This design comes from an exercise in tuning for small area, a short achievable clock period and few clock cycles on the open sky130 flow, not from production work.
At most, simulation tests tie the RTL to the original design; equivalence was not proved.
No activity file was given, so power comes from the tool's default toggle rates.

==> job 195: inputs <==
// round_filtered_step_chaser_core
module round_filtered_step_chaser_core (
	input  logic        clk,
	input  logic        arst_n,
	input  logic        cfg_we,
	input  logic [4:0]  cfg_wdata,
	input  logic        s_tvalid,
	output logic        s_tready,
	input  logic [1:0]  s_tuser,
	input  logic [71:0] s_tdata,
	output logic        m_tvalid,
	input  logic        m_tready,
	output logic [1:0]  m_tuser,
	output logic [23:0] m_tdata,
	output logic        m_tlast
);
export LEC_CHECK = 0
export CAP_MARGIN = 20
export CORE_MARGIN = 2
export CORE_UTILIZATION = 40
export CTS_CLUSTER_DIAMETER = 100
export CTS_CLUSTER_SIZE = 24
export SETUP_SLACK_MARGIN = 2.1
export SLEW_MARGIN = 20
create_clock -name core_clock -period 5.0 [get_ports {clk}]
run.sh (not shown) runs the stock make flow with config.mk's settings and CLKGATE_MAP_FILE= SYNTH_SCRIPT=/design/flow/synth_recipe.tcl, a recipe that flattens the netlist after the stock synthesis.
==> inputs of job 3555, as changes to job 195 <==
--- a/flow/design.v
+++ b/flow/design.v
@@ -53,14 +53,10 @@
 	logic [3:0]  os_q;
 	logic [14:0] or_q;
 	logic        ol_q;
 	logic        pv_q;         
 	logic [3:0]  ps_q;         
-	logic        def_q;        
-	logic        da_q;         
-	logic        dd_q;         
-	logic        dst_q;        
 	logic        accept;
 	logic        op_tick, op_play, op_stop, op_write;
 	assign s_tready = rdy_q && (!ov_q || m_tready);
 	assign accept   = s_tvalid && s_tready;
 	assign op_tick  = accept && (s_tuser == rfsc_pkg::OP_TICK);
@@ -135,45 +131,34 @@
 	logic [16:0] el_adv;
 	logic [17:0] rem_adv;
 	logic [17:0] cdm_x;        
 	assign sat      = sat_q;
 	assign adv      = rem_q[17];
-	assign el_adv   = ~rem_q[16:0] + {16'd0, !sat};
+	logic [17:0] rem_neg;      
+	assign rem_neg  = ~rem_q + 18'd1;
+	assign el_adv   = sat ? ~rem_q[16:0] : rem_neg[16:0];
 	assign cdm_x    = {{2{cdm_q == 16'hffff}}, cdm_q};
-	function automatic logic [17:0] add_cs(input logic [17:0] a, input logic [17:0] b, input logic ci);
-		logic [9:0] lo;
-		logic [8:0] h0, h1;
-		lo = {1'b0, a[8:0]} + {1'b0, b[8:0]} + {9'd0, ci};
-		h0 = a[17:9] + b[17:9];
-		h1 = a[17:9] + b[17:9] + 9'd1;
-		add_cs = {lo[9] ? h1 : h0, lo[8:0]};
-	endfunction
-	logic [17:0] rem_srch, rem_stale;
-	assign rem_adv   = add_cs(cdm_x, rem_q, sat);               
-	assign rem_srch  = add_cs(cdm_x, ~{1'b0, el_q}, 1'b1);      
-	assign rem_stale = add_cs(rem_q, ~{1'b0, el_q}, 1'b0);      
+	logic [9:0]  ra_lo;
+	logic [8:0]  ra_h0, ra_h1;
+	assign ra_lo    = {1'b0, cdm_x[8:0]} + {1'b0, rem_q[8:0]} + {9'd0, sat};
+	assign ra_h0    = cdm_x[17:9] + rem_q[17:9];
+	assign ra_h1    = cdm_x[17:9] + rem_q[17:9] + 9'd1;
+	assign rem_adv  = {ra_lo[9] ? ra_h1 : ra_h0, ra_lo[8:0]};
 	assign try_c    = (srch_q && !fin_q) || (op_tick && playing_q && adv) || (op_play && !playing_q);
 	assign nf       = srch_q && !fin_q && !hit && (cnt_q == 8'h80);
+	assign to_first = (op_stop && playing_q) || fin_q;
 	logic deact_ev;
 	logic [3:0] old;
-	logic room, st_def, tr_def;
-	logic blk;                 
-	assign blk      = srch_q ? !room : pv_q;
-	assign tr_def   = try_c && hit && blk && (cact_q || deact_ev);
-	assign room     = !ov_q || m_tready;
-	assign st_def   = op_stop && playing_q && dfl_q && pv_q;
-	assign to_first = (op_stop && playing_q && !st_def) || fin_q || (def_q && dst_q && room);
 	assign deact_ev = srch_q ? dq_q : (op_tick && dfl_q);
 	assign old      = srch_q ? ps_q : cur;
 	always_ff @(posedge clk or negedge arst_n) begin
 		if (!arst_n) begin
 			last_q    <= 4'd0;
 			playing_q <= 1'b0;
 			srch_q    <= 1'b0;
 			fin_q     <= 1'b0;
 			rdy_q     <= 1'b1;
-			def_q     <= 1'b0;
 			stale_q   <= 1'b0;
 			cp_q      <= 4'd0;
 			ch_q      <= 16'd1;
 			cr_q      <= 15'd1;
 			ov_q      <= 1'b0;
@@ -189,35 +174,26 @@
 				pv_q <= 1'b0;
 			end
 			if (op_play && !playing_q) playing_q <= 1'b1;
 			if (op_stop && playing_q) begin
 				playing_q <= 1'b0;
-				if (dfl_q && !pv_q) ov_q <= 1'b1;
+				if (dfl_q) ov_q <= 1'b1;
 			end
 			if (try_c) begin
 				srch_q <= !hit;
 				fin_q  <= nf;
-				if (hit && !blk) begin
+				if (hit) begin
 					if (cact_q || deact_ev) ov_q <= 1'b1;
 					pv_q <= cact_q && deact_ev;
 				end else if (nf) begin
 					playing_q <= 1'b0;
 				end
 			end
 			stale_q <= op_write && (w_idx == cur) && playing_q;
 			rdy_q   <= !(op_write && (w_idx == cur) && playing_q) &&
-				!(try_c ? !hit : (srch_q && !fin_q)) && !st_def && !tr_def && !(def_q && !room);
-			if (st_def || tr_def) begin
-				def_q <= 1'b1;
-				da_q  <= tr_def && cact_q;
-				dd_q  <= tr_def && deact_ev;
-				dst_q <= st_def;
-			end else if (def_q && room) begin
-				def_q <= 1'b0;
-				ov_q  <= 1'b1;
-				pv_q  <= da_q && dd_q;
-			end
+				!(try_c ? !hit : (srch_q && !fin_q)) &&
+				!(try_c && hit ? (cact_q && deact_ev) : (pv_q && !(ov_q && m_tready)));
 			if (fin_q) begin
 				ov_q   <= 1'b1;
 				srch_q <= 1'b0;
 				fin_q  <= 1'b0;
 			end
@@ -238,21 +214,20 @@
 				el_q  <= el_adv;
 				sat_q <= sat ? (rem_q[16:0] == 17'd0) : (rem_q[16:0] == 17'd1);
 				rem_q <= rem_adv;
 			end else begin
 				el_q  <= el_q + 17'd1;
-				sat_q <= el_q == 17'h1fffe;
-				rem_q <= rem_q - 18'd1;
+				sat_q <= 1'b0;         
+				rem_q <= ~rem_neg;
 			end
 		end
 		if (op_play && !playing_q) begin
 			el_q  <= 17'd0;
 			sat_q <= 1'b0;
 			rem_q <= cdm_x;
 		end
-		if (srch_q) rem_q <= rem_srch;
-		if (stale_q) rem_q <= rem_stale;
+		if (srch_q || stale_q) rem_q <= (stale_q ? rem_q : cdm_x) + ~{1'b0, el_q} + {17'd0, !stale_q};
 		if (op_write && (w_idx == cur)) begin
 			rem_q <= {2'b00, w_dur};
 			dfl_q <= s_tdata[69];
 		end
 		if (to_first) begin
@@ -284,17 +259,11 @@
 			ok_q <= rfsc_pkg::EV_NONE_FOUND;
 			os_q <= cur;
 			or_q <= rn;
 			ol_q <= 1'b1;
 		end
-		if (def_q && room) begin
-			ok_q <= da_q ? rfsc_pkg::EV_ACT : rfsc_pkg::EV_DEACT;
-			os_q <= da_q ? cur : (dst_q ? cur : ps_q);
-			or_q <= rn;
-			ol_q <= !(da_q && dd_q);
-		end
-		if (op_stop && playing_q && !pv_q) begin
+		if (op_stop && playing_q) begin
 			ok_q <= rfsc_pkg::EV_DEACT;
 			os_q <= cur;
 			or_q <= rn;
 			ol_q <= 1'b1;
 		end
@@ -304,16 +273,14 @@
 				ps_q   <= cur;
 				cnt_q  <= 8'h01;
 			end else begin
 				cnt_q  <= {cnt_q[6:0], cnt_q[7] ^ cnt_q[5] ^ cnt_q[4] ^ cnt_q[3]};
 			end
-			if (!blk) begin
-				ok_q <= cact_q ? rfsc_pkg::EV_ACT : rfsc_pkg::EV_DEACT;
-				os_q <= cact_q ? cp_q : old;
-				or_q <= cr_q;
-				ol_q <= !(cact_q && deact_ev);
-			end
+			ok_q <= cact_q ? rfsc_pkg::EV_ACT : rfsc_pkg::EV_DEACT;
+			os_q <= cact_q ? cp_q : old;
+			or_q <= cr_q;
+			ol_q <= !(cact_q && deact_ev);
 			dfl_q <= cdfl_q;
 		end
 	end
 	assign m_tvalid = ov_q;
 	assign m_tuser  = ok_q;
==> flow/config.mk (replaced) <==
export PLATFORM = sky130hd
export DESIGN_NAME = round_filtered_step_chaser_core
export DESIGN_NICKNAME = round_filtered_step_chaser_core
export VERILOG_FILES = /design/flow/design.v
export SDC_FILE = /design/flow/constraint.sdc
export NUM_CORES = 4
export LEC_CHECK = 0
export ABC_AREA = 1
export CAP_MARGIN = 20
export CORE_MARGIN = 2
export CORE_UTILIZATION = 40
export CTS_CLUSTER_DIAMETER = 100
export CTS_CLUSTER_SIZE = 24
export SETUP_SLACK_MARGIN = 2.4
export SLEW_MARGIN = 20
==> flow_summary.yaml <==
run_status:
  status: "timing/DRC/antenna clean"
final_layout:
  clock_buffers: 80
  final_cell_area_um2: 50300
logic_synthesis:
  ys_seq_elements: 938
  synth_edf_count: 850
routing:
  met3_length_um: 12400
  initialDrtViolationCount: 4098
clock_network:
  clk-insertion-delay-late_ns: 0.66
pwr:
  peakVddDrop_v: 0.000460
  powerSeq_uw: 10700
timing:
  min_period_ns: 3.03
setup_path:
  critical_path.endpoint: "rem_q[17]"
[end of results for job 195]
==> flow_summary.yaml <==
logic_synthesis:
  synth_edf_count: 869
  ys_seq_elements: 934
timing:
  min_period_ns: 2.86
routing:
  postRouteAntennaNets: 0
  initialDrtViolationCount: 4230
pwr:
  powerSeq_uw: 10200
  peakVddDrop_v: 0.000302
run_status:
  status: "timing/DRC/antenna clean"
clock_network:
  clk-insertion-delay-late_ns: 0.67
final_layout:
  final_cell_area_um2: 53900
[end of results for job 3555]
Testbench counts of job 3555, summed over its fixed seeds: cycles 11,059.
No functional check of the RTL was part of job 195.

[separate check: timing with driven ports]
Ports are ideal in the flow. The routed layouts listed here were re-timed in OpenROAD.
Step 1 sets driving cells, clkbuf_16 on the clock port and buf_2 on the other inputs (assumed; they add their load-dependent delay and slew).
Step 2 moves the port delays by t, midway between the first and last clock arrival at a register: inputs arrive t later, outputs are due t later. That takes back most of the time a late clock gives input paths.
Three values: ideal, step 1, step 2; two values: the first two.
| run | t (ns) | slack for setup (ns) | hold WS [ns] | pins driven straight from the clock port |
|---|---|---|---|---|
| job 195 | 0.718 | 1.968 / 1.968 / 1.372 | 0.484 / 0.434 / 0.490 | 1 |
| job 3555 | 0.711 | 2.142 / 2.142 / 1.489 | 0.430 / 0.385 / 0.511 | 1 |
After both steps setup and hold are still met in every run listed. The setup slack of job 3555, which loses most, moves by 0.000 ns with the drivers and by -0.653 ns with both steps.
